This design comes from an exercise in tuning for a short achievable clock period and few clock cycles per item on the open sky130 flow, not from production work.
Where RTL was checked, it was by simulation tests only, not by an equivalence proof against the original.
Only the layout flow was run in run 5; the RTL was not checked for function there.
Power and IR drop assume default switching activity.

File: flow/design.v
package css_pkg;
  localparam int FUNC_W   = 2;
  localparam int INDEX_W  = 4;
  localparam int STATUS_W = 2;
  localparam int USED_W   = 5;
  localparam int CFG_W    = 5;
  localparam logic [CFG_W-1:0] CAP_RESET = 5'd16;
  localparam logic [FUNC_W-1:0] FUNC_PUSH     = 2'd0;
  localparam logic [FUNC_W-1:0] FUNC_POP_LAST = 2'd1;
  localparam logic [FUNC_W-1:0] FUNC_POP_AT   = 2'd2;
  localparam logic [STATUS_W-1:0] ST_OK     = 2'd0;
  localparam logic [STATUS_W-1:0] ST_EMPTY  = 2'd1;
  localparam logic [STATUS_W-1:0] ST_BADIDX = 2'd2;
  localparam logic [STATUS_W-1:0] ST_FULL   = 2'd3;
  localparam int RES_W = USED_W + STATUS_W + 32;
endpackage
module css_ctrl #(
  parameter int DATA_WIDTH = 32,
  parameter int RING       = 8
) (
  input  logic                           clk_i,
  input  logic                           rst_ni,
  input  logic                           s_valid_i,
  output logic                           s_ready_o,
  input  logic [DATA_WIDTH+3:0]          s_data_i,
  input  logic [css_pkg::FUNC_W-1:0]     s_func_i,
  output logic                           req_valid_o,
  output logic [DATA_WIDTH+3:0]          req_data_o,
  output logic [css_pkg::FUNC_W-1:0]     req_func_o,
  input  logic                           res_valid_i,
  input  logic [css_pkg::RES_W-1:0]      res_i,
  output logic                           m_valid_o,
  input  logic                           m_ready_i,
  output logic [css_pkg::RES_W-1:0]      m_data_o
);
  localparam int RW = $clog2(RING);
  logic                          ready_q;    
  logic                          acc, xfer;
  logic [RW:0]                   acc_cnt_q, xfer_cnt_q, inflight;
  logic [RW:0]                   wptr_q, cur_q, cur_p1, wptr_d;
  logic [RING-1:0][css_pkg::RES_W-1:0] ring_q;
  logic [css_pkg::RES_W-1:0]     head_q, cand0, cand1;
  logic                          out_v_q;
  assign acc      = s_valid_i && ready_q;
  assign xfer     = out_v_q && m_ready_i;
  assign inflight = acc_cnt_q - xfer_cnt_q;
  assign cur_p1   = cur_q + 1'b1;
  assign wptr_d   = wptr_q + (RW+1)'(res_valid_i);
  assign cand0    = (res_valid_i && wptr_q == cur_q)  ? res_i : ring_q[cur_q[RW-1:0]];
  assign cand1    = (res_valid_i && wptr_q == cur_p1) ? res_i : ring_q[cur_p1[RW-1:0]];
  always_ff @(posedge clk_i or negedge rst_ni) begin
    if (!rst_ni) begin
      ready_q     <= 1'b0;
      req_valid_o <= 1'b0;
      acc_cnt_q   <= '0;
      xfer_cnt_q  <= '0;
      wptr_q      <= '0;
      cur_q       <= '0;
      out_v_q     <= 1'b0;
    end else begin
      if (acc && !xfer)      ready_q <= (inflight <= (RW+1)'(RING - 2));
      else if (acc == xfer)  ready_q <= (inflight <= (RW+1)'(RING - 1));
      else                   ready_q <= 1'b1;
      req_valid_o <= acc;
      if (acc)  acc_cnt_q  <= acc_cnt_q + 1'b1;
      if (xfer) xfer_cnt_q <= xfer_cnt_q + 1'b1;
      wptr_q  <= wptr_d;
      if (xfer) cur_q <= cur_p1;
      out_v_q <= xfer ? (wptr_d != cur_p1) : (wptr_d != cur_q);
    end
  end
  always_ff @(posedge clk_i) begin
    req_data_o <= s_data_i;
    req_func_o <= s_func_i;
    if (res_valid_i) ring_q[wptr_q[RW-1:0]] <= res_i;
    head_q <= xfer ? cand1 : cand0;
  end
  assign s_ready_o = ready_q;
  assign m_valid_o = out_v_q;
  assign m_data_o  = head_q;
endmodule
module css_dp #(
  parameter int MAX_STACKS   = 16,
  parameter int MAX_CAPACITY = 8,
  parameter int DATA_WIDTH   = 32
) (
  input  logic                           clk_i,
  input  logic                           rst_ni,
  input  logic                           cfg_we_i,
  input  logic [css_pkg::CFG_W-1:0]      cfg_wdata_i,
  input  logic                           req_valid_i,
  input  logic [css_pkg::FUNC_W-1:0]     req_func_i,
  input  logic [DATA_WIDTH-1:0]          req_value_i,
  input  logic [css_pkg::INDEX_W-1:0]    req_index_i,
  output logic                           res_valid_o,
  output logic [css_pkg::RES_W-1:0]      res_o
);
  localparam int NS = MAX_STACKS;
  localparam int NC = MAX_CAPACITY;
  localparam int PW = $clog2(MAX_STACKS);
  localparam int UW = css_pkg::USED_W;
  logic [css_pkg::CFG_W-1:0] cfg_q;
  logic [NC-1:0]             capoh_q;    
  logic [NC-1:0]             capoh_d;
  always_comb begin
    capoh_d = '0;
    if (cfg_q == '0)                capoh_d[0]    = 1'b1;
    else if (32'(cfg_q) > NC)       capoh_d[NC-1] = 1'b1;
    else                            capoh_d[cfg_q - 1'b1] = 1'b1;
  end
  always_ff @(posedge clk_i or negedge rst_ni) begin
    if (!rst_ni) begin
      cfg_q   <= css_pkg::CAP_RESET;
      capoh_q <= NC'(1) << (NC - 1);
    end else begin
      if (cfg_we_i) cfg_q <= cfg_wdata_i;
      capoh_q <= capoh_d;
    end
  end
  logic                  d_v;
  logic                  d_push, d_popl, d_popa;
  logic [NS-1:0]         d_idxoh, d_ge;
  logic [DATA_WIDTH-1:0] d_value;
  always_ff @(posedge clk_i or negedge rst_ni) begin
    if (!rst_ni) d_v <= 1'b0;
    else         d_v <= req_valid_i;
  end
  always_ff @(posedge clk_i) begin
    d_push  <= (req_func_i == css_pkg::FUNC_PUSH);
    d_popl  <= (req_func_i == css_pkg::FUNC_POP_LAST);
    d_popa  <= (req_func_i == css_pkg::FUNC_POP_AT);
    d_value <= req_value_i;
    for (int p = 0; p < NS; p++) begin
      d_idxoh[p] <= (PW'(p) == req_index_i);
      d_ge[p]    <= (PW'(p) >= req_index_i);
    end
  end
  logic [NS-1:0]         last_q, last_d;      
  logic [NS-1:0]         inuse_q, inuse_d;    
  logic [NS-1:1]         last_hi_q, inuse_hi_q;
  logic                  last0_n_q;           
  logic [NS-1:0][PW-1:0] order_x_q;           
  logic [NS-1:0][NC-1:0] t_q, t_d;            
  logic [NS-1:0][PW-1:0] order_q, order_d;    
  assign last_q  = {last_hi_q, !last0_n_q};
  assign inuse_q = {inuse_hi_q, 1'b1};
  for (genvar p = 0; p < NS; p++) begin : g_order
    assign order_q[p] = order_x_q[p] ^ PW'(p);
  end
  logic [NS-1:0] full_q, full_d;            
  logic [NS-1:0] full, one;
  logic          l_full, l_one, l_empty, u1, u16;
  logic          a_in, a_one, a_empty;
  logic          push_ok, open, popl_ok, popa_ok, rem_a, rem;
  logic [css_pkg::STATUS_W-1:0] status;
  logic [PW-1:0] row_l, row_n, row_a, last_idx;
  logic [NC-1:0] f_l, f_a;
  for (genvar p = 0; p < NS; p++) begin : g_pos
    logic [NC-1:0] t_up;
    logic [PW-1:0] o_up;
    logic          full_up;
    logic          prev_last;
    logic full_dec, full_inc, full_now;
    assign full_now = |(t_q[p] & capoh_q);
    assign full_dec = |(t_q[p][NC-1:1] & capoh_q[NC-2:0]);
    assign full_inc = capoh_q[0] || |(t_q[p][NC-2:0] & capoh_q[NC-1:1]);
    assign full[p] = full_q[p];
    assign one[p]  = t_q[p][0] && !t_q[p][1];
    if (p < NS - 1) begin : g_up
      assign t_up = t_q[p+1];
      assign full_up = full_q[p+1];
      assign o_up = order_q[p+1];
    end else begin : g_top
      assign t_up = '0;
      assign full_up = 1'b0;
      assign o_up = row_a;
    end
    if (p > 0) begin : g_prev
      assign prev_last = last_q[p-1];
    end else begin : g_first
      assign prev_last = 1'b0;
    end
    logic sm, dec, inc, opn;
    assign sm  = rem_a && d_ge[p];
    assign dec = (popl_ok && last_q[p]) || (popa_ok && d_idxoh[p]);
    assign inc = push_ok && last_q[p];
    assign opn = open && prev_last;
    assign t_d[p] = sm  ? t_up :
                    dec ? {1'b0, t_q[p][NC-1:1]} :
                    inc ? {t_q[p][NC-2:0], 1'b1} :
                    opn ? NC'(1) : t_q[p];
    assign order_d[p] = sm ? o_up : order_q[p];
    assign full_d[p]  = !d_v ? full_now :
                        sm   ? full_up :
                        dec  ? full_dec :
                        inc  ? full_inc :
                        opn  ? capoh_q[0] : full_q[p];
  end
  always_comb begin
    l_full  = |(last_q & full);
    l_one   = |(last_q & one);
    u1      = last_q[0];
    u16     = last_q[NS-1];
    l_empty = u1 && !t_q[0][0];
    a_in    = |(d_idxoh & inuse_q);
    a_one   = |(d_idxoh & one);
    a_empty = d_idxoh[0] && l_empty;
    push_ok = d_v && d_push && !l_full;
    open    = d_v && d_push && l_full && !u16;
    popl_ok = d_v && d_popl && !l_empty;
    popa_ok = d_v && d_popa && a_in && !a_empty;
    rem_a   = popa_ok && a_one && !u1;
    rem     = (popl_ok && l_one && !u1) || rem_a;
    if (d_push && l_full && u16)                         status = css_pkg::ST_FULL;
    else if (d_popa && !a_in)                            status = css_pkg::ST_BADIDX;
    else if ((d_popl && l_empty) || (d_popa && a_empty)) status = css_pkg::ST_EMPTY;
    else                                                 status = css_pkg::ST_OK;
    row_l    = '0;
    row_n    = '0;
    row_a    = '0;
    f_l      = '0;
    f_a      = '0;
    last_idx = '0;
    for (int p = 0; p < NS; p++) begin
      row_l    |= order_q[p] & {PW{last_q[p]}};
      row_a    |= order_q[p] & {PW{d_idxoh[p]}};
      f_l      |= t_q[p] & {NC{last_q[p]}};
      f_a      |= t_q[p] & {NC{d_idxoh[p]}};
      last_idx |= PW'(p) & {PW{last_q[p]}};
    end
    for (int p = 1; p < NS; p++) row_n |= order_q[p] & {PW{last_q[p-1]}};
    last_d  = last_q;
    inuse_d = inuse_q;
    if (open) begin
      last_d  = last_q << 1;
      inuse_d = inuse_q | (last_q << 1);
    end else if (rem) begin
      last_d  = last_q >> 1;
      inuse_d = inuse_q & ~last_q;
    end
  end
  always_ff @(posedge clk_i or negedge rst_ni) begin
    if (!rst_ni) begin
      last_hi_q  <= '0;
      last0_n_q  <= 1'b0;
      inuse_hi_q <= '0;
      full_q     <= '0;
      t_q        <= '0;
      order_x_q  <= '0;
    end else begin
      last_hi_q  <= last_d[NS-1:1];
      last0_n_q  <= !last_d[0];
      inuse_hi_q <= inuse_d[NS-1:1];
      full_q     <= full_d;
      t_q        <= t_d;
      for (int p = 0; p < NS; p++) order_x_q[p] <= order_d[p] ^ PW'(p);
    end
  end
  logic                         e_v, e_wr, e_open, e_rd, e_popa, e_rem;
  logic [PW-1:0]                e_row_l, e_row_n, e_row_a, e_last_idx;
  logic [NC-1:0]                e_f_l, e_f_a;
  logic [css_pkg::STATUS_W-1:0] e_status;
  logic [DATA_WIDTH-1:0]        e_value;
  always_ff @(posedge clk_i or negedge rst_ni) begin
    if (!rst_ni) e_v <= 1'b0;
    else         e_v <= d_v;
  end
  always_ff @(posedge clk_i) begin
    e_wr       <= push_ok || open;
    e_open     <= open;
    e_rd       <= popl_ok || popa_ok;
    e_popa     <= d_popa;
    e_rem      <= rem;
    e_row_l    <= row_l;
    e_row_n    <= row_n;
    e_row_a    <= row_a;
    e_last_idx <= last_idx;
    e_f_l      <= f_l;
    e_f_a      <= f_a;
    e_status   <= status;
    e_value    <= d_value;
  end
  logic [PW-1:0] w_row, r_row;
  logic [NC-1:0] w_fill, r_fill;
  assign w_row  = e_open ? e_row_n : e_row_l;
  assign w_fill = e_open ? '0 : e_f_l;
  assign r_row  = e_popa ? e_row_a : e_row_l;
  assign r_fill = e_popa ? e_f_a : e_f_l;
  logic                         m_v, m_wr, m_rd;
  logic [NS-1:0]                m_wrow, m_rrow;
  logic [NC-1:0]                m_wcol, m_rcol;
  logic [UW-1:0]                m_used;
  logic [css_pkg::STATUS_W-1:0] m_status;
  logic [DATA_WIDTH-1:0]        m_value;
  always_ff @(posedge clk_i or negedge rst_ni) begin
    if (!rst_ni) m_v <= 1'b0;
    else         m_v <= e_v;
  end
  always_ff @(posedge clk_i) begin
    m_wr     <= e_wr;
    m_rd     <= e_rd;
    m_status <= e_status;
    m_value  <= e_value;
    m_used   <= UW'(e_last_idx) + UW'(1) + UW'(e_open) - UW'(e_rem);
    for (int r = 0; r < NS; r++) begin
      m_wrow[r] <= (w_row == PW'(r));
      m_rrow[r] <= (r_row == PW'(r));
    end
    for (int c = 0; c < NC; c++) begin
      m_wcol[c] <= ((c == 0) ? 1'b1 : w_fill[(c > 0) ? c - 1 : 0]) && !w_fill[c];
      m_rcol[c] <= r_fill[c] && ((c == NC - 1) ? 1'b1 : !r_fill[(c < NC - 1) ? c + 1 : c]);
    end
  end
  logic [NS*NC-1:0][DATA_WIDTH-1:0] mem_q;
  logic [DATA_WIDTH-1:0]            rdata;
  always_ff @(posedge clk_i) begin
    for (int r = 0; r < NS; r++) begin
      for (int c = 0; c < NC; c++) begin
        if (m_wr && m_wrow[r] && m_wcol[c]) mem_q[r*NC+c] <= m_value;
      end
    end
  end
  localparam int RG = 4;
  localparam int NG = NS / RG;
  logic [NG-1:0][DATA_WIDTH-1:0] grp;
  logic [NG-1:0][DATA_WIDTH-1:0] r_grp_q;
  logic                          r_v, r_rd;
  logic [UW-1:0]                 r_used;
  logic [css_pkg::STATUS_W-1:0]  r_status;
  always_comb begin
    for (int g = 0; g < NG; g++) begin
      grp[g] = '0;
      for (int i = 0; i < RG; i++) begin
        for (int c = 0; c < NC; c++) begin
          grp[g] |= mem_q[(g*RG+i)*NC+c] & {DATA_WIDTH{m_rrow[g*RG+i] && m_rcol[c]}};
        end
      end
    end
  end
  always_ff @(posedge clk_i or negedge rst_ni) begin
    if (!rst_ni) r_v <= 1'b0;
    else         r_v <= m_v;
  end
  always_ff @(posedge clk_i) begin
    r_grp_q  <= grp;
    r_rd     <= m_rd;
    r_used   <= m_used;
    r_status <= m_status;
  end
  always_comb begin
    rdata = '0;
    for (int g = 0; g < NG; g++) rdata |= r_grp_q[g];
  end
  assign res_valid_o = r_v;
  assign res_o       = {r_used, r_status, r_rd ? rdata : '0};
endmodule
module capacity_split_stack_set #(
  parameter int MAX_STACKS   = 16,
  parameter int MAX_CAPACITY = 8,
  parameter int DATA_WIDTH   = 32
) (
  input  logic                              clk_i,
  input  logic                              rst_ni,
  input  logic                              cfg_we_i,
  input  logic [css_pkg::CFG_W-1:0]         cfg_wdata_i,
  input  logic                              s_axis_tvalid,
  output logic                              s_axis_tready,
  input  logic [((DATA_WIDTH+4+7)/8)*8-1:0] s_axis_tdata,
  input  logic [css_pkg::FUNC_W-1:0]        s_axis_tuser,
  output logic                              m_axis_tvalid,
  input  logic                              m_axis_tready,
  output logic [((DATA_WIDTH+7+7)/8)*8-1:0] m_axis_tdata
);
  localparam int OUT_W = ((DATA_WIDTH + 7 + 7) / 8) * 8;
  logic                          req_valid;
  logic [DATA_WIDTH+3:0]         req_data;
  logic [css_pkg::FUNC_W-1:0]    req_func;
  logic                          res_valid;
  logic [css_pkg::RES_W-1:0]     res, m_data;
  css_ctrl #(
    .DATA_WIDTH (DATA_WIDTH)
  ) u_ctrl (
    .clk_i       (clk_i),
    .rst_ni      (rst_ni),
    .s_valid_i   (s_axis_tvalid),
    .s_ready_o   (s_axis_tready),
    .s_data_i    (s_axis_tdata[DATA_WIDTH+3:0]),
    .s_func_i    (s_axis_tuser),
    .req_valid_o (req_valid),
    .req_data_o  (req_data),
    .req_func_o  (req_func),
    .res_valid_i (res_valid),
    .res_i       (res),
    .m_valid_o   (m_axis_tvalid),
    .m_ready_i   (m_axis_tready),
    .m_data_o    (m_data)
  );
  css_dp #(
    .MAX_STACKS   (MAX_STACKS),
    .MAX_CAPACITY (MAX_CAPACITY),
    .DATA_WIDTH   (DATA_WIDTH)
  ) u_dp (
    .clk_i       (clk_i),
    .rst_ni      (rst_ni),
    .cfg_we_i    (cfg_we_i),
    .cfg_wdata_i (cfg_wdata_i),
    .req_valid_i (req_valid),
    .req_func_i  (req_func),
    .req_value_i (req_data[DATA_WIDTH-1:0]),
    .req_index_i (req_data[DATA_WIDTH+3:DATA_WIDTH]),
    .res_valid_o (res_valid),
    .res_o       (res)
  );
  assign m_axis_tdata = OUT_W'(m_data);
endmodule
File: flow/flow/run.sh
#!/bin/bash
# Own flow: the standard layout (standard.sh, unchanged synthesis, SDC and clock
# period), with the timing repair aimed at a larger setup slack margin and allowed to
# resize cells to other footprints, so the resizer keeps working toward the period the
# design can reach.
set -euo pipefail
bash standard.sh SETUP_SLACK_MARGIN=10.2 MATCH_CELL_FOOTPRINT=0 finish > standard_finish.log 2>&1
File: flow/standard.sh
#!/bin/bash
# synth_recipe.tcl (not shown) runs the flow's synth.tcl, then flattens the netlist and writes it again
# the make line also repeats each setting of config.mk as NAME=value (left out here)
make -C /OpenROAD-flow-scripts/flow DESIGN_CONFIG=/design/flow/config.mk WORK_HOME=/design/flow/orfs CLKGATE_MAP_FILE= SYNTH_SCRIPT=/design/flow/synth_recipe.tcl "${@:-finish}"
File: flow/config.mk
export PLATFORM = sky130hd
export DESIGN_NAME = capacity_split_stack_set
export DESIGN_NICKNAME = capacity_split_stack_set
export VERILOG_FILES = /design/flow/design.v
export SDC_FILE = /design/flow/constraint.sdc
export NUM_CORES = 4
export LEC_CHECK = 0
export ABC_CLOCK_PERIOD_IN_PS = 4000
export CAP_MARGIN = 20
export CELL_PAD_IN_SITES_DETAIL_PLACEMENT = 1
export CELL_PAD_IN_SITES_GLOBAL_PLACEMENT = 2
export CORE_MARGIN = 2
export CORE_UTILIZATION = 40
export PLACE_DENSITY = 0.6
export SLEW_MARGIN = 20
export SYNTH_MEMORY_MAX_BITS = 16384
File: flow/constraint.sdc
create_clock -name core_clock -period 14.0 [get_ports {clk_i}]
set_input_delay 2.8000 -clock core_clock [delete_from_list [all_inputs] [get_ports {clk_i}]]
set_output_delay 2.8000 -clock core_clock [all_outputs]
set_load 0.01 [all_outputs]
==> flow_summary_export.csv, run 1 <==
group,metric,value,unit
sta,finalSetupViolCount,0,
route,drt_first_pass_iters,6,
logic_synthesis,ys_top_cells_by_count,"4,408 x edfxtp_1, 1,342 x a22oi_1, 869 x clkbuf_1",
power_and_ir_drop,ir_worst_vdd,206,uV
clocking,worstSkewPairLatency,1100,ps
clocking,cts_tree,"built",
setup_path,slowest_stage,"dfrtp_2",
setup_path,crit_family,"flip-flops",
logic_synthesis,synth_area_per_cell,16.1,um2
die,initial_utilization,40.2,%
setup_path,critPathKind,"flop to output port",
layout,drive_gt1_share,15.5,%
logic_synthesis,synth-async-reset-ratio,5.37,%
clocking,cts-root-buf,"clkbuf_16",
setup_path,start_kind,"flop",
global_routing,grt_max_degree,151,
sta,rsz0062_at_grt,"true",
logic_synthesis,synth_edf_count,4408,
logic_synthesis,yosys.area.top_type_share,68.2,%
logic_synthesis,synth_ff_type,"edfxtp_1",
sta,hold_viol_final,0,
clocking,clk_pin_slew,60,ps
route,drt.antenna.violating_nets,0,
route,wl_per_cell,42.8,um
clocking,cts_buffer_depth,4,
placement,hpwl,433000,um
setup_path,critPathArrivalTime,1650,ps
setup_path,slowest_delay,430,ps
placement,io_buffers,88,
power_and_ir_drop,leakage,73.1,nW
sta,fin_skew,51.8,ps
setup_path,crit_fanout,2,
flow_run,cap_violations,0,
clocking,numCtsBuffers,568,
logic_synthesis,yosys_warnings,2,
clocking,cts.sinks,5121,
global_routing,grt_use_total,32.4,%
global_routing,grt_pass1_vias,125766,
placement,placed_area,203000,um2
sta,maxSlewHeadroom,19.5,%
clocking,cts_max_level,6,
sta,period_needed,4450,ps
die,fp.dieW,701,um
logic_synthesis,ys_top_cells_by_area,"edfxtp_1 68%, a22oi_1 5.2%, dfxtp_1 4.5%",
logic_synthesis,synth_seq_area_share,76.3,%
die,die_area,491000,um2
die,coreArea,483000,um2
global_routing,use_met1,45.7,%
logic_synthesis,synth_cell_types,88,
route,drt-total-wl,816000,um
setup_path,crit_chain,"buf_6",
logic_synthesis,ys_seq_elements,5121,
die,io-pin-count,94,
route,via_per_inst,6.71,
layout,fillCellCount,45645,
logic_synthesis,yosysTopAreaCell,"edfxtp_1",
layout,final_cells,19078,
placement,dp_cells,18004,
setup_path,endpoint_kind,"output port",
route,route.detailed.drc,0,
logic_synthesis,synth_nets,12133,
layout,design_area,222000,um2
sta,slew_violations,0,
logic_synthesis,synth_area,194000,um2
layout,multi_input_area,42700,um2
sta,tightest_slew,1200,ps
global_routing,grt-busiest-layer,"met2",
power_and_ir_drop,total_power,38.3,mW
sta,fin_setup_tns,0,ps
die,die_h,701,um
power_and_ir_drop,p_per_area,173,nW/um2
setup_path,crit_buf_inv,1,
setup_path,rrSetupSlack,10130,ps
placement,place_congestion,0.917,
setup_path,worstPathRequired,11200,ps
global_routing,grtUsageMet3,5.64,%
global_routing,overflow,0,
global_routing,grt_first_pass_wirelength,1100000,um
run_status,status,"complete, no violations",
global_routing,grtUsageMet2,51.3,%
global_routing,antenna_found_initial,55,
layout,synthToLayoutAreaGrowth,14.3,%
route,first_iter_violations,20648,
die,core.rowCount,255,
route,vias,127996,
hold_path,hold_path_class,"flop to flop",
layout,finish.net_count,12227,
sta,max_freq,225,MHz
layout,ff_latch_area,148000,um2
logic_synthesis,syn_inst,12059,
logic_synthesis,synth_most_common_cell,"edfxtp_1",
sta,period_share,31.8,%
-- where the power goes --
group / switching, mW / internal, mW
combinational: 3.08 / 1.91
sequential: 1.05 / 17.5
clock: 6.32 / 8.43
-- path summary, 6_finish.rpt --
| path | startpoint | to | cells past startpoint |
|---|---|---|---|
| max | u_ctrl.out_v_q | m_axis_tvalid | 1 |
| min | u_dp.e_rd | u_dp.m_rd | 0 |
| max reg2reg | u_dp.d_idxoh[3] | u_dp.full_q[12] | 9 |
| min reg2reg | u_dp.e_rd | u_dp.m_rd | 0 |
| max in group asynchronous | rst_ni | u_dp.capoh_q[0] | 3 |
| min in group asynchronous | rst_ni | u_ctrl.acc_cnt_q[2] | 1 |
-- final cells by class --
| class | instances | area share, % |
|---|---|---|
| tap | 6425 | 3.62 |
| multi-input combinational | 5850 | 19.3 |
| inverter | 89 | 0.151 |
| clock inverter | 225 | 0.896 |
| timing repair buffer | 523 | 1.91 |
| clock buffer | 816 | 7.28 |
| antenna | 29 | 0.0327 |
| sequential | 5121 | 66.8 |
-- layer usage --
metal / vias up / routed length, um
li1: 49538 / -
met1: 69172 / 332000
met2: 7853 / 375000
met3: 1413 / 79600
met4: 20 / 29200
met5: - / 135
-- sequential cells by signal, summed over array words and instances (netlist names), 15 cells and up, named ones only --
| signal | cells |
|---|---|
| u_dp.m_rrow | 16 |
| u_dp.e_value | 32 |
| u_dp.order_x_q | 32 |
| u_dp.inuse_hi_q | 15 |
| u_dp.m_wrow | 16 |
| u_ctrl.ring_q | 312 |
| u_dp.d_value | 32 |
| u_dp.mem_q | 4096 |
| u_dp.m_value | 32 |
| u_dp.r_grp_q | 128 |
| u_ctrl.req_data_o | 36 |
| u_dp.last_hi_q | 15 |
| u_ctrl.head_q | 39 |
| u_dp.d_idxoh | 16 |
| u_dp.t_q | 128 |
| u_dp.full_q | 16 |
-- kinds of logic (layout without fill, tap and decap cells) --
kind of cell | Yosys count | count (layout) | share of synthesized area (%)
flip-flops | 5121 | 5121 | 76.3
AND/OR/NAND/NOR | 2054 | 2054 | 5.48
multiplexers | 284 | 284 | 2.53
adder cells (fa/ha/maj) | 22 | 22 | 0.150
XOR/XNOR | 33 | 33 | 0.149
AO/OA/AOI/OAI | 3456 | 3456 | 13.3
other | 1 | 30 | 0.00193
buffers and inverters | 1088 | 1653 | 2.14
-- placed cells by master, fill, tap and decap left out, types with 133 or more instances in the layout --
master and n:
a21oi_1 133, a221oi_1 520, a22o_1 526, a22oi_1 1342
buf_4 425, clkbuf_1 169, clkbuf_16 587, dfrtp_1 260
dfxtp_1 366, edfxtp_1 4408, mux4_2 156, nand2_1 650
nand3_1 305, nand4_1 318, nor2_1 167, o21ai_0 521
-- metrics by stage --
stage                     hold WS [ps]  util (%)  setup slack [ps]
after global placement             309      42.1              9290
after CTS                          294      45.9              9430
after global routing               294      45.9              9470
final                              299      45.9              9550
after floorplan                    310         -             10140
after detailed placement           313      42.1              9300
-- timing repair --
item                                    4_1_cts  5_1_grt
hold buffers                                  0        0
endpoints found under the setup margin       69      121
pin swaps                                     1        3
resized for setup                           208       20
setup buffers                                 1        3
Testbench counts, summed over its fixed seeds: cycles 32,048, items 32,000.
==> run 2: changes to the inputs <==
--- a/flow/config.mk
+++ b/flow/config.mk
@@ -10,7 +10,7 @@
 export CELL_PAD_IN_SITES_DETAIL_PLACEMENT = 1
 export CELL_PAD_IN_SITES_GLOBAL_PLACEMENT = 2
 export CORE_MARGIN = 2
-export CORE_UTILIZATION = 40
-export PLACE_DENSITY = 0.6
+export CORE_UTILIZATION = 55
+export PLACE_DENSITY = 0.7
 export SLEW_MARGIN = 20
 export SYNTH_MEMORY_MAX_BITS = 16384
==> run 2 against run 1 <==
  * Utilization grew 16 points
  * Critical path depth is the same
  * Final area shrank 1.4%
  * Worst setup slack lost 30 ps
  * First-iteration DRC count grew 17%
  * Routed wire length shrank 5.4%
  * Clock power shrank 4%
  * Power shrank 1.5%
  * Critical path type unchanged
  * Largest cell class unchanged
  * Largest power group unchanged
==> flow_summary_export.csv, run 2 <==
group,metric,value,unit
run_status,status,"complete, no violations",
logic_synthesis,yosys_warnings,2,
logic_synthesis,ys_top_cells_by_area,"edfxtp_1 68%, a22oi_1 5.2%, dfxtp_1 4.5%",
sta,period_needed,4480,ps
die,io-pin-count,94,
logic_synthesis,yosysTopAreaCell,"edfxtp_1",
logic_synthesis,synth_nets,12133,
global_routing,grt_use_total,42.5,%
sta,maxSlewHeadroom,12.1,%
setup_path,slowest_stage,"dfrtp_2",
clocking,ctsHoldBuffers,0,
setup_path,critPathKind,"flop to output port",
clocking,cts_max_level,6,
power_and_ir_drop,switching_power,10.2,mW
sta,tightest_slew,1320,ps
power_and_ir_drop,intPower,27.5,mW
die,coreArea,352000,um2
setup_path,slowest_delay,490,ps
power_and_ir_drop,clockPowerShare,37.6,%
layout,synthToLayoutAreaGrowth,12.6,%
sta,period_share,32.0,%
layout,top_register,"u_dp.mem_q",
sta,hold_viol_final,0,
logic_synthesis,synth_most_common_cell,"edfxtp_1",
die,initial_utilization,55.2,%
global_routing,antenna_found_initial,50,
clocking,cts-root-buf,"clkbuf_16",
logic_synthesis,synth_area_per_cell,16.1,um2
sta,hold_slack,316,ps
route,wl_per_cell,44.9,um
sta,fin_skew,51.6,ps
sta,slew_violations,0,
power_and_ir_drop,combPwrFrac,12.9,%
power_and_ir_drop,p_sw_share,27.1,%
logic_synthesis,synth_area,194000,um2
flow_run,cap_violations,0,
logic_synthesis,ys_seq_elements,5121,
logic_synthesis,syn_inst,12059,
power_and_ir_drop,leakage,72.5,nW
placement,hpwl,406000,um
die,die_area,358000,um2
logic_synthesis,ys_top_cells_by_count,"4,408 x edfxtp_1, 1,342 x a22oi_1, 869 x clkbuf_1",
layout,largest_register_ffs,4096,
logic_synthesis,synth-async-reset-ratio,5.37,%
logic_synthesis,synth_seq_area_share,76.3,%
global_routing,overflow,0,
clocking,cts_buffer_depth,4,
placement,io_buffers,88,
die,die_h,598,um
logic_synthesis,synth_cell_types,88,
logic_synthesis,synth_edf_count,4408,
route,drt-total-wl,772000,um
clocking,numCtsBuffers,531,
power_and_ir_drop,ir_worst_vdd,192,uV
clocking,cts.sinks,5121,
setup_path,critPathArrivalTime,1680,ps
route,first_iter_violations,24245,
route,drt_first_pass_iters,9,
global_routing,grt_max_degree,172,
global_routing,grt_first_pass_wirelength,1050000,um
clocking,cts_tree,"built",
setup_path,start_kind,"flop",
layout,finish.net_count,12158,
logic_synthesis,synth_ff_type,"edfxtp_1",
sta,max_freq,223,MHz
setup_path,endpoint_kind,"output port",
setup_path,crit_fanout,2,
route,vias,131280,
placement,place_congestion,0.941,
clocking,clk_pin_slew,60,ps
setup_path,crit_family,"flip-flops",
power_and_ir_drop,p_per_area,172,nW/um2
hold_path,hold_path_class,"flop to flop",
die,core.rowCount,218,
route,route.detailed.drc,0,
setup_path,crit_buf_inv,1,
sta,fin_setup_tns,0,ps
power_and_ir_drop,power_frac_seq,49.4,%
sta,rsz0062_at_grt,"true",
layout,drive_gt1_share,15.1,%
setup_path,worstPathRequired,11200,ps
route,drt.antenna.violating_nets,0,
global_routing,grt_pass1_vias,128962,
route,via_per_inst,7.63,
layout,layout_commonest_cell,"edfxtp_1",
logic_synthesis,yosys.area.top_type_share,68.2,%
sta,finalSetupViolCount,0,
die,fp.dieW,598,um
clocking,worstSkewPairLatency,1070,ps
setup_path,crit_chain,"buf_6",
layout,final_cell_mix,"4,408 x edfxtp_1, 1,342 x a22oi_1, 654 x nand2_1",
-- run 2: cell counts after synthesis --
No cell type changed its count.
-- run 2: worst paths after layout --
kind | startpoint | cells past startpoint | slack, ps | to
min reg2reg | u_ctrl.req_data_o[0] | 0 | 320 | u_dp.d_value[0]
max reg2reg | u_dp.m_rcol[5] | 6 | 10060 | u_dp.r_grp_q[119]
min | u_ctrl.req_data_o[0] | 0 | 320 | u_dp.d_value[0]
max in group asynchronous | rst_ni | 3 | 10530 | u_dp.inuse_hi_q[15]
max | u_ctrl.out_v_q | 1 | 9520 | m_axis_tvalid
min in group asynchronous | rst_ni | 1 | 1730 | u_ctrl.wptr_q[2]
-- run 2: through the flow --
step	setup slack (ps)	area [um2]	std cells	utilization [%]	power, mW
floorplan	10140	194000	12059	-	21.2
global placement	8930	201000	16164	57.1	23.4
detailed placement	8870	201000	16164	57.1	23.6
CTS	9460	218000	17140	62.0	37.6
global route	9510	218000	17152	62.1	38.5
finish	9520	219000	17203	62.1	37.7
-- run 2: cell type report --
| class | instances | area (um2) |
|---|---|---|
| fill | 30548 | 133000 |
| clock inverter | 235 | 2230 |
| sequential | 5121 | 148000 |
| timing repair buffer | 491 | 4050 |
| inverter | 89 | 334 |
| antenna | 57 | 143 |
| multi-input combinational | 5850 | 42800 |
| clock buffer | 740 | 15000 |
| tap | 4620 | 5780 |
-- run 2: layer usage --
metal / vias to the layer above / track usage (%) / routed length, um
li1: 49378 / - / -
met2: 11299 / 63.1 / 338000
met3: 2167 / 11.1 / 108000
met1: 68418 / 59.1 / 283000
met4: 18 / 19.5 / 41600
met5: - / 0 / 436
-- run 2: what timing repair did --
action,in CTS,in global routing
gates resized for setup,217,21
endpoints found under the setup margin,173,146
pin swaps,0,3
buffers inserted,1,4
-- run 2: cell families (layout without fill, tap and decap cells) --
group | count (synthesis) | in the layout | synth area share [%]
flip-flops | 5121 | 5121 | 76.3
AO/OA/AOI/OAI | 3456 | 3456 | 13.3
AND/OR/NAND/NOR | 2054 | 2054 | 5.48
buffers and inverters | 1088 | 1555 | 2.14
multiplexers | 284 | 284 | 2.53
XOR/XNOR | 33 | 33 | 0.149
adder cells (fa/ha/maj) | 22 | 22 | 0.150
other | 1 | 58 | 0.00193
-- run 2: power groups by stage --
stage	Clock [mW]	Combinational (mW)	Sequential, mW
detailed placement	0	4.75	18.8
CTS	14.2	4.81	18.6
global placement	0	4.62	18.8
global route	14.7	5.16	18.6
finish	14.2	4.88	18.6
floorplan	0	3.03	18.2
==> run 3: changes to the inputs <==
--- a/flow/design.v
+++ b/flow/design.v
@@ -40,10 +40,14 @@
   logic [RW:0]                   wptr_q, cur_q, cur_p1, wptr_d;
   logic [RING-1:0][css_pkg::RES_W-1:0] ring_q;
   logic [css_pkg::RES_W-1:0]     head_q, cand0, cand1;
-  logic                          out_v_q;
-  assign acc      = s_valid_i && ready_q;
-  assign xfer     = out_v_q && m_ready_i;
-  assign inflight = acc_cnt_q - xfer_cnt_q;
+  logic                          out_v_q;     
+  logic                          started_q;   
+  logic                          ready_int, out_v_int;
+  assign inflight  = acc_cnt_q - xfer_cnt_q;
+  assign ready_int = started_q && (inflight <= (RW+1)'(RING - 1));
+  assign out_v_int = (wptr_q != cur_q);
+  assign acc       = s_valid_i && ready_int;
+  assign xfer      = out_v_int && m_ready_i;
   assign cur_p1   = cur_q + 1'b1;
   assign wptr_d   = wptr_q + (RW+1)'(res_valid_i);
   assign cand0    = (res_valid_i && wptr_q == cur_q)  ? res_i : ring_q[cur_q[RW-1:0]];
@@ -51,6 +55,7 @@
   always_ff @(posedge clk_i or negedge rst_ni) begin
     if (!rst_ni) begin
       ready_q     <= 1'b0;
+      started_q   <= 1'b0;
       req_valid_o <= 1'b0;
       acc_cnt_q   <= '0;
       xfer_cnt_q  <= '0;
@@ -61,6 +66,7 @@
       if (acc && !xfer)      ready_q <= (inflight <= (RW+1)'(RING - 2));
       else if (acc == xfer)  ready_q <= (inflight <= (RW+1)'(RING - 1));
       else                   ready_q <= 1'b1;
+      started_q   <= 1'b1;
       req_valid_o <= acc;
       if (acc)  acc_cnt_q  <= acc_cnt_q + 1'b1;
       if (xfer) xfer_cnt_q <= xfer_cnt_q + 1'b1;
--- a/flow/config.mk
+++ b/flow/config.mk
@@ -10,7 +10,7 @@
 export CELL_PAD_IN_SITES_DETAIL_PLACEMENT = 1
 export CELL_PAD_IN_SITES_GLOBAL_PLACEMENT = 2
 export CORE_MARGIN = 2
-export CORE_UTILIZATION = 55
-export PLACE_DENSITY = 0.7
+export CORE_UTILIZATION = 40
+export PLACE_DENSITY = 0.6
 export SLEW_MARGIN = 20
 export SYNTH_MEMORY_MAX_BITS = 16384
==> run 3 against run 2 <==
  * Final area rose by 1.3%
  * First-iteration DRC count fell by 18%
  * Utilization fell by 16 points
==> flow_summary_export.csv, run 3 <==
group,metric,value,unit
run_status,status,"complete, no violations",
setup_path,crit_fanout,1,
setup_path,worstPathRequired,11200,ps
logic_synthesis,yosys_warnings,2,
sta,period_needed,4400,ps
layout,top_register,"u_dp.mem_q",
logic_synthesis,synth_most_common_cell,"edfxtp_1",
placement,post-place-ws,9030,ps
sta,maxSlewHeadroom,19.1,%
global_routing,antenna_found_initial,69,
die,io-pin-count,94,
route,drt.antenna.violating_nets,0,
sta,max_freq,228,MHz
clocking,cts_tree,"built",
layout,final_cells,18913,
global_routing,overflow,0,
sta,slew_violations,0,
setup_path,r2r_cells,9,
sta,tightest_slew,1210,ps
setup_path,slowest_stage,"dfrtp_1",
die,coreArea,482000,um2
setup_path,critPathArrivalTime,1600,ps
layout,layout_commonest_cell,"edfxtp_1",
hold_path,hold_path_class,"flop to flop",
clocking,ctsHoldBuffers,0,
logic_synthesis,synth_area,193000,um2
die,initial_utilization,40.1,%
logic_synthesis,synth_edf_count,4408,
layout,design_area,221000,um2
layout,final_cell_mix,"4,408 x edfxtp_1, 1,348 x a22oi_1, 600 x a221oi_1",
global_routing,grt_use_total,32.3,%
logic_synthesis,ys_top_cells_by_count,"4,408 x edfxtp_1, 1,348 x a22oi_1, 836 x clkbuf_1",
hold_path,hold_depth,0,
sta,fin_skew,53.6,ps
route,first_iter_violations,19870,
layout,synthToLayoutAreaGrowth,14.5,%
setup_path,crit_family,"flip-flops",
power_and_ir_drop,total_power,37.0,mW
logic_synthesis,syn_inst,11851,
logic_synthesis,synth_ff_type,"edfxtp_1",
clocking,cts-root-buf,"clkbuf_16",
die,core.rowCount,255,
setup_path,critPathKind,"flop to output port",
sta,rsz0062_at_grt,"true",
placement,dp_cells,17807,
route,via_per_inst,6.73,
setup_path,start_kind,"flop",
logic_synthesis,synth-async-reset-ratio,5.39,%
hold_path,holdPathEnd,"u_dp.m_value[23]",
hold_path,worstHoldStart,"u_dp.e_value[23]",
placement,place_congestion,0.905,
clocking,worstSkewPairLatency,1120,ps
route,drt-total-wl,812000,um
clocking,cts_buffer_depth,4,
logic_synthesis,ys_seq_elements,5122,
route,wl_per_cell,43.0,um
setup_path,r2r_end,"u_dp.inuse_hi_q[12]",
clocking,clk_pin_slew,60,ps
logic_synthesis,synth_nets,11925,
die,die_area,489000,um2
layout,drive_gt1_share,15.8,%
clocking,numCtsBuffers,565,
setup_path,crit_chain,"buf_6",
sta,period_share,31.4,%
power_and_ir_drop,leakage,72.9,nW
logic_synthesis,yosysTopAreaCell,"edfxtp_1",
setup_path,slowest_delay,380,ps
sta,fin_setup_tns,0,ps
sta,hold_viol_final,0,
power_and_ir_drop,p_per_area,167,nW/um2
die,die_h,699,um
route,vias,127351,
setup_path,r2r_start,"u_dp.last_hi_q[8]",
die,fp.dieW,699,um
logic_synthesis,synth_seq_area_share,76.6,%
flow_run,cap_violations,0,
layout,finish.net_count,12026,
route,route.detailed.drc,0,
clocking,cts.sinks,5122,
power_and_ir_drop,ir_worst_vdd,335,uV
placement,io_buffers,88,
global_routing,grt_first_pass_wirelength,1090000,um
logic_synthesis,ys_top_cells_by_area,"edfxtp_1 68%, a22oi_1 5.2%, dfxtp_1 4.5%",
setup_path,crit_buf_inv,1,
logic_synthesis,yosys.area.top_type_share,68.5,%
sta,hold_slack,312,ps
logic_synthesis,synth_area_per_cell,16.3,um2
setup_path,endpoint_kind,"output port",
clocking,cts_max_level,6,
placement,placed_area,203000,um2
placement,hpwl,425000,um
sta,finalSetupViolCount,0,
sta,worst_slack,9600,ps
global_routing,grt_pass1_vias,124345,
setup_path,rrSetupSlack,10380,ps
layout,largest_register_ffs,4096,
logic_synthesis,synth_cell_types,81,
global_routing,grt_max_degree,177,
layout,final_core_util,46.0,%
route,drt_first_pass_iters,7,
==> run 3: layout make-up <==
| class | instances | area, um2 |
|---|---|---|
| Antenna cell | 81 | 203 |
| Inverter | 89 | 334 |
| Fill cell | 45701 | 260000 |
| Multi-Input combinational cell | 5667 | 42100 |
| Tap cell | 6425 | 8040 |
| Clock inverter | 232 | 2220 |
| Sequential cell | 5122 | 148000 |
| Timing Repair Buffer | 507 | 4160 |
| Clock buffer | 790 | 16000 |
==> run 3: metal layers <==
| metal | track usage (%) | vias up | routed length (um) |
|---|---|---|---|
| li1 | - | 48953 | - |
| met2 | 50.9 | 8058 | 372000 |
| met3 | 5.72 | 1520 | 82600 |
| met1 | 45.5 | 68788 | 327000 |
| met4 | 10.7 | 32 | 29900 |
| met5 | 0 | - | 206 |
==> run 3: worst max path at each step <==
| stage | startpoint | endpoint | slack [ps] | depth (start not counted) |
|---|---|---|---|---|
| CTS | u_ctrl.ready_q | s_axis_tready | 9530 | 1 |
| finish | u_ctrl.ready_q | s_axis_tready | 9600 | 1 |
| global route | u_ctrl.ready_q | s_axis_tready | 9540 | 1 |
| detailed placement | m_axis_tready | u_ctrl.head_q[30] | 9030 | 4 |
| floorplan | m_axis_tready | u_ctrl.ready_q | 10200 | 7 |
| global placement | m_axis_tready | u_ctrl.head_q[6] | 9070 | 5 |
==> run 3: power breakdown <==
part | leakage, nW | switching (mW) | internal, mW
clock network | 8.92 | 6.26 | 8.59
registers | 47.1 | 0.725 | 17.2
logic | 16.9 | 2.59 | 1.63
==> run 3: cell families after synthesis <==
family                     Yosys count  synth area share (%)
xor gates and xnor gates            34                 0.154
DFF                               5122                  76.6
adders and majority gates           22                 0.150
muxes                              299                  2.63
buffers and inverters             1062                  2.08
AOI/OAI and AO/OA                 3384                  13.3
other                                2               0.00388
and+or+nand+nor                   1926                  5.08
==> run 3: timing repair <==
item,CTS,global route
setup endpoints to repair,156,103
setup buffers,2,0
resized for setup,229,11
Testbench counts of run 3, summed over its fixed seeds: cycles 32,048, items 32,000.
==> run 4: changes to the inputs <==
--- a/flow/config.mk
+++ b/flow/config.mk
@@ -11,6 +11,8 @@
 export CELL_PAD_IN_SITES_GLOBAL_PLACEMENT = 2
 export CORE_MARGIN = 2
 export CORE_UTILIZATION = 40
+export CTS_CLUSTER_DIAMETER = 120
+export CTS_CLUSTER_SIZE = 20
 export PLACE_DENSITY = 0.6
 export SLEW_MARGIN = 20
 export SYNTH_MEMORY_MAX_BITS = 16384
==> run 4 against run 3 <==
  * Sequential power about the same
  * Synthesized cell count is the same
  * Global-route usage decreased by 0.25 points
  * Die area did not move
  * Critical endpoint unchanged
  * First-iteration DRC count rose by 0.72%
  * Non-clock buffer count increased by 3
  * Critical path type unchanged
  * Worst hold slack better by 11 ps
==> flow_summary_export.csv, run 4 <==
group,metric,value,unit
layout,top_register,"u_dp.mem_q",
sta,period_share,30.9,%
sta,fin_setup_tns,0,ps
placement,hpwl,425000,um
setup_path,crit_buf_inv,1,
layout,largest_register_ffs,4096,
die,io-pin-count,94,
flow_run,cap_violations,0,
logic_synthesis,synth_area_per_cell,16.3,um2
route,wl_per_cell,43.7,um
clocking,cts_buffer_depth,4,
sta,period_needed,4330,ps
layout,fillCellCount,46119,
clocking,cts.sinks,5122,
setup_path,start_kind,"flop",
global_routing,grt_max_degree,177,
clocking,clk_pin_slew,90,ps
sta,rsz0062_at_grt,"true",
logic_synthesis,synth_seq_area_share,76.6,%
layout,layout_commonest_cell,"edfxtp_1",
placement,place_congestion,0.905,
setup_path,critPathKind,"flop to output port",
layout,drive_gt1_share,12.7,%
power_and_ir_drop,clockPowerShare,30.0,%
logic_synthesis,syn_inst,11851,
power_and_ir_drop,intPower,23.0,mW
layout,synthToLayoutAreaGrowth,9.63,%
clocking,worstSkewPairLatency,1040,ps
power_and_ir_drop,ir_worst_vdd,339,uV
logic_synthesis,ys_top_cells_by_area,"edfxtp_1 68%, a22oi_1 5.2%, dfxtp_1 4.5%",
logic_synthesis,synth-async-reset-ratio,5.39,%
route,via_per_inst,6.79,
global_routing,grt_use_total,32.1,%
hold_path,hold_path_class,"flop to flop",
logic_synthesis,yosys_warnings,2,
sta,worst_slack,9670,ps
hold_path,hold_depth,0,
logic_synthesis,yosysTopAreaCell,"edfxtp_1",
run_status,status,"complete, no violations",
setup_path,crit_family,"flip-flops",
route,vias,125057,
sta,hold_viol_final,0,
clocking,cts_max_level,5,
setup_path,r2r_start,"u_dp.d_idxoh[3]",
global_routing,grt_pass1_vias,121489,
power_and_ir_drop,combPwrFrac,13.4,%
setup_path,critPathArrivalTime,1530,ps
placement,post-place-ws,9030,ps
setup_path,worstPathRequired,11200,ps
global_routing,overflow,0,
die,core.rowCount,255,
placement,io_buffers,88,
setup_path,rrSetupSlack,10300,ps
logic_synthesis,synth_edf_count,4408,
setup_path,slowest_stage,"dfrtp_1",
route,drt_first_pass_iters,10,
setup_path,crit_fanout,1,
clocking,cts-root-buf,"clkbuf_16",
sta,tightest_slew,1250,ps
sta,max_freq,231,MHz
power_and_ir_drop,power_frac_seq,56.7,%
logic_synthesis,ys_seq_elements,5122,
die,die_h,699,um
logic_synthesis,yosys.area.top_type_share,68.5,%
hold_path,worstHoldStart,"u_dp.e_value[10]",
route,drt-total-wl,805000,um
route,first_iter_violations,20014,
route,drt.antenna.violating_nets,0,
logic_synthesis,synth_area,193000,um2
layout,final_cell_mix,"4,408 x edfxtp_1, 1,348 x a22oi_1, 600 x a221oi_1",
die,coreArea,482000,um2
die,fp.dieW,699,um
sta,finalSetupViolCount,0,
logic_synthesis,synth_most_common_cell,"edfxtp_1",
logic_synthesis,synth_cell_types,81,
layout,finish.net_count,11762,
sta,fin_skew,70.2,ps
power_and_ir_drop,switching_power,8.52,mW
global_routing,antenna_found_initial,71,
power_and_ir_drop,p_per_area,149,nW/um2
setup_path,crit_chain,"buf_6",
die,initial_utilization,40.1,%
logic_synthesis,synth_nets,11925,
clocking,numCtsBuffers,298,
global_routing,grt_first_pass_wirelength,1080000,um
setup_path,r2r_cells,10,
logic_synthesis,ys_top_cells_by_count,"4,408 x edfxtp_1, 1,348 x a22oi_1, 836 x clkbuf_1",
power_and_ir_drop,p_sw_share,27.0,%
sta,maxSlewHeadroom,16.6,%
clocking,cts_tree,"built",
die,die_area,489000,um2
hold_path,holdPathEnd,"u_dp.m_value[10]",
logic_synthesis,synth_ff_type,"edfxtp_1",
setup_path,slowest_delay,390,ps
route,route.detailed.drc,0,
sta,slew_violations,0,
power_and_ir_drop,leakage,68.2,nW
setup_path,r2r_end,"u_dp.t_q[115]",
setup_path,endpoint_kind,"output port",
==> run 4: cell counts after synthesis <==
Identical to the previous run, type by type.
==> run 4: area by class of cell <==
type / count / area, um2 / area share [%]
Antenna cell: 55 / 138 / 0.0649
Clock buffer: 515 / 8520 / 4.02
Clock inverter: 24 / 354 / 0.167
Inverter: 89 / 334 / 0.158
Multi-Input combinational cell: 5667 / 42100 / 19.9
Sequential cell: 5122 / 148000 / 69.9
Tap cell: 6425 / 8040 / 3.79
Timing Repair Buffer: 510 / 4200 / 1.98
==> run 4: power groups by stage <==
stage	sequential (mW)	clock, mW	combinational [mW]
after floorplan	17.8	0	2.48
after global placement	18.1	0	4.12
after detailed placement	18.2	0	4.17
after CTS	17.8	9.58	4.23
after global routing	17.9	10.1	4.49
final	17.9	9.44	4.22
==> run 4: cell families (layout without fill, tap and decap cells) <==
family | count (synthesis) | in the layout | share of synthesized area [%]
AO/OA/AOI/OAI | 3384 | 3384 | 13.3
other | 2 | 57 | 0.00388
multiplexers | 299 | 299 | 2.63
adder cells (fa/ha/maj) | 22 | 22 | 0.150
AND/OR/NAND/NOR | 1926 | 1926 | 5.08
XOR/XNOR | 34 | 34 | 0.154
buffers and inverters | 1062 | 1138 | 2.08
flip-flops | 5122 | 5122 | 76.6
==> run 4: metal layers <==
metal / part of all wire, % / global-route usage, % / vias up
met2: 46 / 50.7 / 7666
met4: 3.5 / 9.55 / 16
met5: 0.012 / 0 / -
li1: - / - / 48085
met1: 41 / 45.7 / 68007
met3: 9.9 / 5.24 / 1283
==> run 4: how the worst max path moves through the flow <==
stage          slack (ps)  cells after the start            from           endpoint
2_1_floorplan       10200                      7   m_axis_tready     u_ctrl.ready_q
3_3_place_gp         9070                      5   m_axis_tready   u_ctrl.head_q[6]
3_5_place_dp         9030                      4   m_axis_tready  u_ctrl.head_q[30]
4_1_cts              9600                      1  u_ctrl.ready_q      s_axis_tready
5_1_grt              9610                      1  u_ctrl.ready_q      s_axis_tready
6_report             9670                      1  u_ctrl.ready_q      s_axis_tready
==> run 4: what timing repair did <==
action	in CTS	in global routing
setup endpoints to repair	157	73
resized for setup	230	12
hold buffers	0	0
buffers inserted	2	1
==> run 4: per-stage QoR <==
| stage | cell area, um2 | cells | hold WS [ps] | total power [mW] | util (%) |
|---|---|---|---|---|---|
| 6_report | 212000 | 18407 | 323 | 31.5 | 44.0 |
| 5_1_grt | 212000 | 18375 | 333 | 32.4 | 44.0 |
| 4_1_cts | 212000 | 18348 | 328 | 31.7 | 43.9 |
| 3_5_place_dp | 203000 | 17807 | 313 | 22.4 | 42.1 |
| 3_3_place_gp | 203000 | 17807 | 309 | 22.3 | 42.1 |
| 2_1_floorplan | 193000 | 11851 | 310 | 20.3 | - |
==> run 5: changes to the inputs <==
--- a/flow/design.v
+++ b/flow/design.v
@@ -34,52 +34,46 @@
   output logic [css_pkg::RES_W-1:0]      m_data_o
 );
   localparam int RW = $clog2(RING);
-  logic                          ready_q;    
-  logic                          acc, xfer;
+  logic                          ready_q;
+  logic                          acc, xfer, load;
   logic [RW:0]                   acc_cnt_q, xfer_cnt_q, inflight;
-  logic [RW:0]                   wptr_q, cur_q, cur_p1, wptr_d;
+  logic [RW:0]                   wptr_q, rptr_q;
   logic [RING-1:0][css_pkg::RES_W-1:0] ring_q;
-  logic [css_pkg::RES_W-1:0]     head_q, cand0, cand1;
-  logic                          out_v_q;     
-  logic                          started_q;   
-  logic                          ready_int, out_v_int;
-  assign inflight  = acc_cnt_q - xfer_cnt_q;
-  assign ready_int = started_q && (inflight <= (RW+1)'(RING - 1));
-  assign out_v_int = (wptr_q != cur_q);
-  assign acc       = s_valid_i && ready_int;
-  assign xfer      = out_v_int && m_ready_i;
-  assign cur_p1   = cur_q + 1'b1;
-  assign wptr_d   = wptr_q + (RW+1)'(res_valid_i);
-  assign cand0    = (res_valid_i && wptr_q == cur_q)  ? res_i : ring_q[cur_q[RW-1:0]];
-  assign cand1    = (res_valid_i && wptr_q == cur_p1) ? res_i : ring_q[cur_p1[RW-1:0]];
+  logic [css_pkg::RES_W-1:0]     head_q, ring_rd;
+  logic                          out_v_q;
+  logic                          avail;
+  assign acc      = s_valid_i && ready_q;
+  assign xfer     = out_v_q && m_ready_i;
+  assign inflight = acc_cnt_q - xfer_cnt_q;
+  assign avail    = (wptr_q != rptr_q);
+  assign load     = avail && (!out_v_q || m_ready_i);
+  assign ring_rd  = ring_q[rptr_q[RW-1:0]];
   always_ff @(posedge clk_i or negedge rst_ni) begin
     if (!rst_ni) begin
-      ready_q     <= 1'b0;
-      started_q   <= 1'b0;
+      ready_q     <= 1'b1;
       req_valid_o <= 1'b0;
       acc_cnt_q   <= '0;
       xfer_cnt_q  <= '0;
       wptr_q      <= '0;
-      cur_q       <= '0;
+      rptr_q      <= '0;
       out_v_q     <= 1'b0;
     end else begin
       if (acc && !xfer)      ready_q <= (inflight <= (RW+1)'(RING - 2));
       else if (acc == xfer)  ready_q <= (inflight <= (RW+1)'(RING - 1));
       else                   ready_q <= 1'b1;
-      started_q   <= 1'b1;
       req_valid_o <= acc;
-      if (acc)  acc_cnt_q  <= acc_cnt_q + 1'b1;
-      if (xfer) xfer_cnt_q <= xfer_cnt_q + 1'b1;
-      wptr_q  <= wptr_d;
-      if (xfer) cur_q <= cur_p1;
-      out_v_q <= xfer ? (wptr_d != cur_p1) : (wptr_d != cur_q);
+      if (acc)         acc_cnt_q  <= acc_cnt_q + 1'b1;
+      if (xfer)        xfer_cnt_q <= xfer_cnt_q + 1'b1;
+      if (res_valid_i) wptr_q     <= wptr_q + 1'b1;
+      if (load)        rptr_q     <= rptr_q + 1'b1;
+      out_v_q     <= load || (out_v_q && !m_ready_i);
     end
   end
   always_ff @(posedge clk_i) begin
     req_data_o <= s_data_i;
     req_func_o <= s_func_i;
     if (res_valid_i) ring_q[wptr_q[RW-1:0]] <= res_i;
-    head_q <= xfer ? cand1 : cand0;
+    if (load) head_q <= ring_rd;
   end
   assign s_ready_o = ready_q;
   assign m_valid_o = out_v_q;
@@ -143,17 +137,8 @@
   end
   logic [NS-1:0]         last_q, last_d;      
   logic [NS-1:0]         inuse_q, inuse_d;    
-  logic [NS-1:1]         last_hi_q, inuse_hi_q;
-  logic                  last0_n_q;           
-  logic [NS-1:0][PW-1:0] order_x_q;           
   logic [NS-1:0][NC-1:0] t_q, t_d;            
   logic [NS-1:0][PW-1:0] order_q, order_d;    
-  assign last_q  = {last_hi_q, !last0_n_q};
-  assign inuse_q = {inuse_hi_q, 1'b1};
-  for (genvar p = 0; p < NS; p++) begin : g_order
-    assign order_q[p] = order_x_q[p] ^ PW'(p);
-  end
-  logic [NS-1:0] full_q, full_d;            
   logic [NS-1:0] full, one;
   logic          l_full, l_one, l_empty, u1, u16;
   logic          a_in, a_one, a_empty;
@@ -164,21 +149,14 @@
   for (genvar p = 0; p < NS; p++) begin : g_pos
     logic [NC-1:0] t_up;
     logic [PW-1:0] o_up;
-    logic          full_up;
     logic          prev_last;
-    logic full_dec, full_inc, full_now;
-    assign full_now = |(t_q[p] & capoh_q);
-    assign full_dec = |(t_q[p][NC-1:1] & capoh_q[NC-2:0]);
-    assign full_inc = capoh_q[0] || |(t_q[p][NC-2:0] & capoh_q[NC-1:1]);
-    assign full[p] = full_q[p];
+    assign full[p] = |(t_q[p] & capoh_q);
     assign one[p]  = t_q[p][0] && !t_q[p][1];
     if (p < NS - 1) begin : g_up
       assign t_up = t_q[p+1];
-      assign full_up = full_q[p+1];
       assign o_up = order_q[p+1];
     end else begin : g_top
       assign t_up = '0;
-      assign full_up = 1'b0;
       assign o_up = row_a;
     end
     if (p > 0) begin : g_prev
@@ -196,11 +174,6 @@
                     inc ? {t_q[p][NC-2:0], 1'b1} :
                     opn ? NC'(1) : t_q[p];
     assign order_d[p] = sm ? o_up : order_q[p];
-    assign full_d[p]  = !d_v ? full_now :
-                        sm   ? full_up :
-                        dec  ? full_dec :
-                        inc  ? full_inc :
-                        opn  ? capoh_q[0] : full_q[p];
   end
   always_comb begin
     l_full  = |(last_q & full);
@@ -247,19 +220,17 @@
   end
   always_ff @(posedge clk_i or negedge rst_ni) begin
     if (!rst_ni) begin
-      last_hi_q  <= '0;
-      last0_n_q  <= 1'b0;
-      inuse_hi_q <= '0;
-      full_q     <= '0;
-      t_q        <= '0;
-      order_x_q  <= '0;
+      last_q  <= NS'(1);
+      inuse_q <= NS'(1);
+      for (int p = 0; p < NS; p++) begin
+        t_q[p]     <= '0;
+        order_q[p] <= PW'(p);
+      end
     end else begin
-      last_hi_q  <= last_d[NS-1:1];
-      last0_n_q  <= !last_d[0];
-      inuse_hi_q <= inuse_d[NS-1:1];
-      full_q     <= full_d;
-      t_q        <= t_d;
-      for (int p = 0; p < NS; p++) order_x_q[p] <= order_d[p] ^ PW'(p);
+      last_q  <= last_d;
+      inuse_q <= inuse_d;
+      t_q     <= t_d;
+      order_q <= order_d;
     end
   end
   logic                         e_v, e_wr, e_open, e_rd, e_popa, e_rem;
@@ -336,9 +307,9 @@
   always_comb begin
     for (int g = 0; g < NG; g++) begin
       grp[g] = '0;
-      for (int i = 0; i < RG; i++) begin
+      for (int r = g * RG; r < (g + 1) * RG; r++) begin
         for (int c = 0; c < NC; c++) begin
-          grp[g] |= mem_q[(g*RG+i)*NC+c] & {DATA_WIDTH{m_rrow[g*RG+i] && m_rcol[c]}};
+          grp[g] |= mem_q[r*NC+c] & {DATA_WIDTH{m_rrow[r] && m_rcol[c]}};
         end
       end
     end
==> flow/flow/run.sh (replaced) <==
#!/bin/bash
# Own flow: the standard layout (standard.sh, unchanged synthesis, SDC and clock
# period), with the timing repair steps aimed at a larger setup slack margin so the
# resizer keeps working toward the period the design can reach.
set -euo pipefail
bash standard.sh SETUP_SLACK_MARGIN=10 finish > standard_finish.log 2>&1
--- a/flow/config.mk
+++ b/flow/config.mk
@@ -11,8 +11,6 @@
 export CELL_PAD_IN_SITES_GLOBAL_PLACEMENT = 2
 export CORE_MARGIN = 2
 export CORE_UTILIZATION = 40
-export CTS_CLUSTER_DIAMETER = 120
-export CTS_CLUSTER_SIZE = 20
 export PLACE_DENSITY = 0.6
 export SLEW_MARGIN = 20
 export SYNTH_MEMORY_MAX_BITS = 16384
==> run 5 against run 4 <==
  * Clock skew down 27 ps
  * Worst hold slack worse by 19 ps
  * Utilization up 1.9 points
  * Clock power up 54%
  * Area after synthesis down 2.5%
  * Power up 8.0%
  * Critical path type unchanged
  * Critical endpoint unchanged
  * Largest cell class unchanged
==> flow_summary_export.csv, run 5 <==
group,metric,value,unit
setup_path,worstPathRequired,11200,ps
logic_synthesis,synth_edf_count,4447,
route,route.detailed.drc,0,
global_routing,overflow,0,
setup_path,start_kind,"flop",
sta,maxSlewHeadroom,20.8,%
setup_path,crit_chain,"buf_6",
setup_path,endpoint_kind,"output port",
setup_path,crit_buf_inv,1,
sta,max_freq,221,MHz
sta,finalSetupViolCount,0,
layout,drive_gt1_share,15.7,%
die,core.rowCount,252,
die,initial_utilization,40.1,%
sta,slew_violations,0,
die,coreArea,470000,um2
layout,top_register,"u_dp.mem_q",
layout,fillCellCount,44176,
setup_path,critPathArrivalTime,1720,ps
logic_synthesis,yosys_warnings,2,
sta,tightest_slew,1190,ps
setup_path,crit_family,"flip-flops",
route,drt-total-wl,772000,um
clocking,worstSkewPairLatency,1110,ps
sta,fin_setup_tns,0,ps
layout,final_cells,18067,
die,fp.dieW,690,um
placement,io_buffers,88,
layout,multi_input_area,37700,um2
power_and_ir_drop,p_per_area,158,nW/um2
power_and_ir_drop,leakage,71.1,nW
clocking,numCtsBuffers,557,
die,die_h,690,um
logic_synthesis,ys_top_cells_by_count,"4,447 x edfxtp_1, 1,379 x a22oi_1, 707 x clkbuf_1",
placement,dp_cells,17010,
clocking,cts_buffer_depth,4,
setup_path,crit_fanout,2,
route,wl_per_cell,42.7,um
placement,place_congestion,0.891,
logic_synthesis,ys_top_cells_by_area,"edfxtp_1 71%, a22oi_1 5.5%, dfxtp_1 4.2%",
logic_synthesis,ys_seq_elements,5106,
setup_path,critPathKind,"flop to output port",
sta,period_share,32.3,%
clocking,cts.sinks,5106,
clocking,cts_tree,"built",
logic_synthesis,yosysTopAreaCell,"edfxtp_1",
layout,ff_latch_area,148000,um2
sta,fin_skew,43.6,ps
die,io-pin-count,94,
route,drt.antenna.violating_nets,0,
layout,final_cell_mix,"4,447 x edfxtp_1, 1,379 x a22oi_1, 585 x clkbuf_16",
logic_synthesis,syn_inst,11110,
logic_synthesis,synth_ff_type,"edfxtp_1",
logic_synthesis,synth_area_per_cell,17.0,um2
logic_synthesis,synth-async-reset-ratio,5.09,%
placement,hpwl,402000,um
sta,rsz0062_at_grt,"true",
flow_run,cap_violations,0,
logic_synthesis,synth_cell_types,78,
power_and_ir_drop,ir_worst_vdd,144,uV
layout,largest_register_ffs,4096,
route,drt_first_pass_iters,8,
sta,period_needed,4520,ps
layout,synthToLayoutAreaGrowth,14.5,%
global_routing,grt_first_pass_wirelength,1040000,um
route,vias,120256,
global_routing,grt_max_degree,177,
run_status,status,"complete, no violations",
logic_synthesis,synth_most_common_cell,"edfxtp_1",
sta,hold_viol_final,0,
hold_path,hold_path_class,"flop to flop",
route,first_iter_violations,17759,
global_routing,grt_use_total,31.5,%
die,die_area,477000,um2
logic_synthesis,synth_nets,11183,
setup_path,slowest_delay,530,ps
clocking,clk_pin_slew,50,ps
layout,finish.net_count,11433,
setup_path,slowest_stage,"dfstp_2",
logic_synthesis,synth_area,188000,um2
logic_synthesis,yosys.area.top_type_share,70.9,%
clocking,cts_max_level,6,
global_routing,antenna_found_initial,59,
clocking,ctsHoldBuffers,0,
global_routing,grt_pass1_vias,118356,
route,via_per_inst,6.66,
logic_synthesis,synth_seq_area_share,78.6,%
clocking,cts-root-buf,"clkbuf_16",
layout,layout_commonest_cell,"edfxtp_1",
[run 5: cell count changes in the layout (fill, tap and decap cells not counted), moves of 47 or more]
cell / change
a21oi_1: -87
a221oi_1: -99
a31oi_1: +106
clkbuf_16: +276
clkinv_1: +86
clkinv_2: +63
dfrtp_1: -47
mux4_2: -78
nand2_1: -172
nor2_1: -122
o21ai_0: -119
o2bb2ai_1: -63
[run 5: path summary, 6_finish.rpt]
kind                       cells past startpoint            startpoint                end  slack (ps)
min in group asynchronous                      1                rst_ni       u_dp.t_q[98]        1750
max in group asynchronous                      3                rst_ni   u_ctrl.rptr_q[0]       10320
max reg2reg                                    6        u_dp.m_rcol[5]  u_dp.r_grp_q[120]       10070
max                                            1        u_ctrl.ready_q      s_axis_tready        9480
min reg2reg                                    0  u_ctrl.req_data_o[0]    u_dp.d_value[0]         300
min                                            0  u_ctrl.req_data_o[0]    u_dp.d_value[0]         300
[run 5: timing repair]
action,in CTS,in global routing
setup buffers,1,9
resized for setup,191,12
pin swaps,1,2
setup endpoints to repair,242,138
[run 5: power by group]
part | switching, mW | internal [mW]
Clock | 6.11 | 8.35
Sequential | 0.369 | 17.2
Combinational | 1.29 | 0.753
Total | 7.77 | 26.3
[run 5: area by class of cell]
type                       instances  share of cell area [%]
sequential                      5106                    68.7
multi-input combinational       5096                    17.5
clock buffer                     801                    7.36
tap                             6223                    3.61
timing repair buffer             512                    1.86
clock inverter                   210                   0.843
inverter                          87                   0.158
antenna                           32                  0.0371
[run 5: logic make-up (layout without fill, tap and decap cells)]
kind of cell / Yosys count / count (layout) / synth area share, %
compound gates: 3070 / 3070 / 12.5
xor+xnor: 25 / 25 / 0.116
fa+ha+maj: 21 / 21 / 0.147
buf+inv: 908 / 1610 / 1.86
flops: 5106 / 5106 / 78.6
mux: 224 / 224 / 1.79
other cells: 1 / 33 / 0.00199
simple gates: 1755 / 1755 / 5.02
[run 5: per-stage QoR]
stage          power [mW]  util [%]  hold WS [ps]  instance area [um2]  worst slack [ps]
2_1_floorplan        19.0         -           310               188000              9900
3_3_place_gp         19.9      42.1           311               198000              8840
3_5_place_dp         20.0      42.1           313               198000              8790
4_1_cts              34.2      45.8           300               215000              9390
5_1_grt              35.0      45.9           307               216000              9410
6_report             34.0      45.9           305               216000              9480
[run 5: layer usage]
layer	vias up	part of all wire, %	track usage [%]
met1	65126	41	44.4
li1	46530	-	-
met5	-	0.033	0
met3	1294	9.9	6.07
met2	7272	46	49.5
met4	34	3.6	10.1

re-timing with driven ports:
No port has a modelled driver above. Below, the same layouts with a new extraction and two added sets of constraints.
Step 1 sets driving cells, clkbuf_16 on the clock port and buf_2 on the other inputs (assumed; they add their load-dependent delay and slew).
Step 2, shift: input delay + t, output delay - t, t = (earliest + latest rising clock arrival at the registers) / 2. This alone moves slack from input paths to output paths.
Slacks: no drivers / after step 1 / after step 2; pairs: no drivers / after step 1.
| run | t, ns | setup WS [ns] | cell pins on the clock port's net |
|---|---|---|---|
| run 1 | 1.202 | 9.551 / 9.431 / 9.292 | 1 |
| run 2 | 1.176 | 9.520 / 9.390 / 9.168 | 1 |
| run 3 | 1.204 | 9.605 / 9.488 / 9.228 | 1 |
| run 4 | 1.118 | 9.674 / 9.557 / 9.301 | 1 |
| run 5 | 1.204 | 9.484 / 9.366 / 9.189 | 1 |
After both steps every run listed still meets setup and hold. For run 3, which loses most, drivers alone change the setup slack by -0.117 ns; drivers and shift together by -0.377 ns. The worst setup slack also covers recovery checks on asynchronous resets.
